This is an optimization exercise on Yosys and OpenROAD, whose aim is small area and a short achievable clock period, not a production implementation.
The RTL was checked by simulation tests, not by an equivalence proof against the original design.

==> ember <==
// axis_fir_lowpass
module axis_fir_lowpass (
        input  logic               s00_axis_aclk,
        input  logic               rst_n,
        input  logic               s00_axis_tvalid,
        input  fir_pkg::bus_word_t s00_axis_tdata,
        input  logic               s00_axis_tlast,
        output logic               s00_axis_tready,
        input  logic               m00_axis_tready,
        output logic               m00_axis_tvalid,
        output fir_pkg::bus_word_t m00_axis_tdata,
        output logic               m00_axis_tlast
);
        fir_pkg::sample_t sample;
        fir_pkg::res_t    result;
        logic    result_last;
        logic    accept;
        assign sample = s00_axis_tdata[63 -: 32];
        fir_tap_chain i_fir_tap_chain (
                .s00_axis_aclk (s00_axis_aclk),
                .rst_n         (rst_n),
                .accept        (accept),
                .sample        (sample),
                .sample_last   (s00_axis_tlast),
                .result        (result),
                .result_last   (result_last)
        );
        fir_out_stage i_fir_out_stage (
                .s00_axis_aclk   (s00_axis_aclk),
                .rst_n           (rst_n),
                .in_valid        (s00_axis_tvalid),
                .result          (result),
  ...
==> flow/config.mk <==
export PLATFORM = sky130hd
export DESIGN_NAME = axis_fir_lowpass
export DESIGN_NICKNAME = axis_fir_lowpass
export VERILOG_FILES = /design/flow/design.v
export SDC_FILE = /design/flow/constraint.sdc
export NUM_CORES = 4
export LEC_CHECK = 0
export ABC_CLOCK_PERIOD_IN_PS = 1500
export CAP_MARGIN = 20
export CORE_MARGIN = 2
export CORE_UTILIZATION = 70
export SLEW_MARGIN = 20
export SYNTH_HIERARCHICAL = 1
==> flow/constraint.sdc <==
create_clock -name core_clock -period 10.5 [get_ports {s00_axis_aclk}]
set_input_delay 2.1000 -clock core_clock [delete_from_list [all_inputs] [get_ports {s00_axis_aclk}]]
set_output_delay 2.1000 -clock core_clock [all_outputs]
set_load 0.01 [all_outputs]
standard.sh (not shown) runs the stock make flow with config.mk's settings and CLKGATE_MAP_FILE= SYNTH_SCRIPT=/design/flow/synth_recipe.tcl, a recipe that flattens the netlist after the stock synthesis.
==> flow/flow/run.sh <==
#!/bin/bash
set -euo pipefail
bash standard.sh SETUP_SLACK_MARGIN=6.0 "BUFFER_PORTS_ARGS=-buffer_cell sky130_fd_sc_hd__buf_1" finish > standard.log 2>&1
==> quartz: changes against ember <==
==> flow/flow/run.sh (replaced) <==
#!/bin/bash
set -euo pipefail
bash standard.sh SETUP_SLACK_MARGIN=5.7 "BUFFER_PORTS_ARGS=-buffer_cell sky130_fd_sc_hd__buf_1" finish > standard.log 2>&1
==> comparison table <==
quantity	quartz	ember
Run status	complete, no violations	complete, no violations
Data required, critical path	10.84 ns	10.87 ns
Area of the multi-input gates	0.0247 mm²	0.0251 mm²
Tightest Pin Transition	0.993 ns	1.15 ns
Detailed placement HPWL	60500 µm	61100 µm
M1 WL	29300 µm	29900 µm
Final Wtd Congestion	0.886	0.880
Setup slack at placement	4.93 ns	5.18 ns
Max transition margin	33.8%	23.5%
Instance count on the critical path	12	19
Element type at the critical path start	input pin	register
Last element of the critical path	i_fir_out_stage.word[31]	i_fir_out_stage.word[36]
Detailed router's first-iteration violation count	1067	1150
Largest net degree at the start of global routing	172	190

* * *

==> exp/umber <==
axis_fir_lowpass, a different RTL version from the one above (not shown whole).
==> flow/design.v (excerpt) <==
module axis_fir_lowpass (
        input  logic               s00_axis_aclk,
        input  logic               rst_n,
        input  logic               s00_axis_tvalid,
        input  fir_pkg::bus_word_t s00_axis_tdata,
        input  logic               s00_axis_tlast,
        output logic               s00_axis_tready,
        input  logic               m00_axis_tready,
        output logic               m00_axis_tvalid,
        output fir_pkg::bus_word_t m00_axis_tdata,
        output logic               m00_axis_tlast
);
==> flow/config.mk <==
export PLATFORM = sky130hd
export DESIGN_NAME = axis_fir_lowpass
export DESIGN_NICKNAME = axis_fir_lowpass
export VERILOG_FILES = /design/flow/design.v
export SDC_FILE = /design/flow/constraint.sdc
export NUM_CORES = 4
export LEC_CHECK = 0
export ABC_CLOCK_PERIOD_IN_PS = 1500
export CAP_MARGIN = 0
export CORE_MARGIN = 2
export CORE_UTILIZATION = 70
export SLEW_MARGIN = 0
export SYNTH_HIERARCHICAL = 1
export TNS_END_PERCENT = 0
==> flow/constraint.sdc <==
create_clock -name core_clock -period 10.5 [get_ports {s00_axis_aclk}]
set_input_delay 2.1000 -clock core_clock [delete_from_list [all_inputs] [get_ports {s00_axis_aclk}]]
set_output_delay 2.1000 -clock core_clock [all_outputs]
set_load 0.01 [all_outputs]
==> flow/flow/run.sh <==
#!/bin/bash
set -euo pipefail
bash standard.sh SETUP_SLACK_MARGIN=5.7 "BUFFER_PORTS_ARGS=-buffer_cell sky130_fd_sc_hd__buf_1" finish > standard.log 2>&1
==> exp/pepper: changes against exp/umber <==
CAP_MARGIN = 20   (was 0)
CTS_BUF_LIST = sky130_fd_sc_hd__clkbuf_4 sky130_fd_sc_hd__clkbuf_8   (was default)
SLEW_MARGIN = 20   (was 0)
TNS_END_PERCENT = default   (was 0)
==> exp/xenon: changes against exp/umber <==
CAP_MARGIN = 20   (was 0)
SLEW_MARGIN = 20   (was 0)
TNS_END_PERCENT = default   (was 0)
==> comparison <==
- In sequential cell count, exp/xenon and exp/pepper do not differ.
- In final cell count, exp/umber and exp/xenon hardly differ.
- Of exp/xenon and exp/umber, exp/xenon has the higher count of clock-buffer cells in the layout (gap 8).
- The highest maximum frequency belongs to exp/pepper, the lowest to exp/umber.
- The lowest setup slack belongs to exp/umber, the highest to exp/pepper.

* * *

==> inputs of try-tundra <==
axis_fir_lowpass again, from the RTL that the note above started with.
Design axis_fir_lowpass, start of the top module:
module axis_fir_lowpass (
        input  logic               s00_axis_aclk,
        input  logic               rst_n,
        input  logic               s00_axis_tvalid,
        input  fir_pkg::bus_word_t s00_axis_tdata,
        input  logic               s00_axis_tlast,
        output logic               s00_axis_tready,
        input  logic               m00_axis_tready,
        output logic               m00_axis_tvalid,
        output fir_pkg::bus_word_t m00_axis_tdata,
        output logic               m00_axis_tlast
);
export LEC_CHECK = 0
export ABC_CLOCK_PERIOD_IN_PS = 1500
export CAP_MARGIN = 20
export CORE_MARGIN = 2
export CORE_UTILIZATION = 70
export SLEW_MARGIN = 20
export SYNTH_HIERARCHICAL = 1
export TNS_END_PERCENT = 0
create_clock -name core_clock -period 10.5 [get_ports {s00_axis_aclk}]
Scripts as last shown in full above: flow/flow/run.sh
==> try-raven: changes against try-tundra <==
==> flow/flow/run.sh (replaced) <==
#!/bin/bash
set -euo pipefail
bash standard.sh SETUP_SLACK_MARGIN=5.8 "BUFFER_PORTS_ARGS=-buffer_cell sky130_fd_sc_hd__buf_1" finish > standard.log 2>&1
--- a/flow/config.mk
+++ b/flow/config.mk
@@ -8,7 +8,6 @@
 export ABC_CLOCK_PERIOD_IN_PS = 1500
 export CAP_MARGIN = 20
 export CORE_MARGIN = 2
-export CORE_UTILIZATION = 70
+export CORE_UTILIZATION = 75
 export SLEW_MARGIN = 20
 export SYNTH_HIERARCHICAL = 1
-export TNS_END_PERCENT = 0
==> run summary <==
- Against try-raven, the clock skew of try-tundra is higher by 0.87 ps.
- In register-to-register slack, try-raven and try-tundra hardly differ.
- Utilization: try-tundra is lower than try-raven (6.1 points).
- In try-raven the sequential share of layout area is lower than in try-tundra, by 0.24 points.
- Against try-tundra, the wire length of try-raven is higher by about 4.3%.
- Between try-tundra and try-raven, the lower fmax is in try-tundra (gap about 1.3%, measured against try-raven).
- Critical path depth: try-tundra is higher than try-raven (1).
- Against try-tundra, the non-clock buffer count of try-raven is higher by 6.
==> figures <==
item	try-tundra	try-raven
Outcome	timing/DRC/antenna clean	timing/DRC/antenna clean
Number of gates resized after cts	0	5
Cell Area, Placed	40670 µm²	40600 µm²
Clk cell area share	4.620%	5.111%
Non-Clock Buffer Area Fraction	1.265%	1.350%
Total Routing Usage GR	28.49%	32.19%
Final Hold Slack	459.4 ps	451.2 ps
Sequential cell area in the final layout	13860 µm²	13870 µm²
Final Cycle Share	45.34%	44.73%
Beginning of the worst register-to-register path	i_fir_tap_chain.h6[11]$_DFFE_PN0P_	i_fir_tap_chain.h6[15]$_DFFE_PN0P_
Die Width	241.6 µm	233.6 µm
Wire length on met2	44.70 mm	46.50 mm
Wire length of the first global-routing pass	128.3 mm	131.7 mm
Via count of the routed design	21030	21340
Data required time at the worst endpoint	10860 ps	10840 ps
Multi-input logic area	24060 µm²	24230 µm²
Maximum fanout count along the critical path	4	5
Met2 Usage GRT	52.92%	59.40%

[port drivers added, routing unchanged]
The flow's constraints put no driver on any port. The routed layouts listed below were extracted and timed again, unchanged, in two steps.
Step 1 sets driving cells, clkbuf_16 on the clock port and buf_2 on the other inputs (assumed; they add their load-dependent delay and slew).
Step 2 also shifts input and output timing later by t, the mid clock arrival at the registers, as if the neighbouring blocks saw the same clock.
Three values: ideal, step 1, step 2; two values: the first two.
run	shift t [ns]	setup slack, ns	hold WS [ns]	worst setup path at the end	worst data-port slew with drivers (ns)
ember	0.675	5.700 / 5.700 / 5.243	0.456 / 0.456 / 0.456	input to register	0.07
quartz	0.675	5.783 / 5.787 / 5.150	0.463 / 0.463 / 0.463	input to register	0.05
exp/umber	0.680	5.740 / 5.741 / 5.061	0.459 / 0.459 / 0.459	input to register	0.07
exp/pepper	0.733	5.763 / 5.755 / 5.022	0.452 / 0.452 / 0.452	input to register	0.08
exp/xenon	0.679	5.742 / 5.740 / 5.060	0.453 / 0.453 / 0.453	input to register	0.06
try-tundra	0.680	5.740 / 5.741 / 5.061	0.459 / 0.459 / 0.459	input to register	0.07
try-raven	0.663	5.803 / 5.816 / 5.153	0.451 / 0.451 / 0.451	input to register	0.07
After both steps setup and hold are still met in every run listed. The setup slack of exp/pepper, which loses most, moves by -0.008 ns with the drivers and by -0.741 ns with both steps.
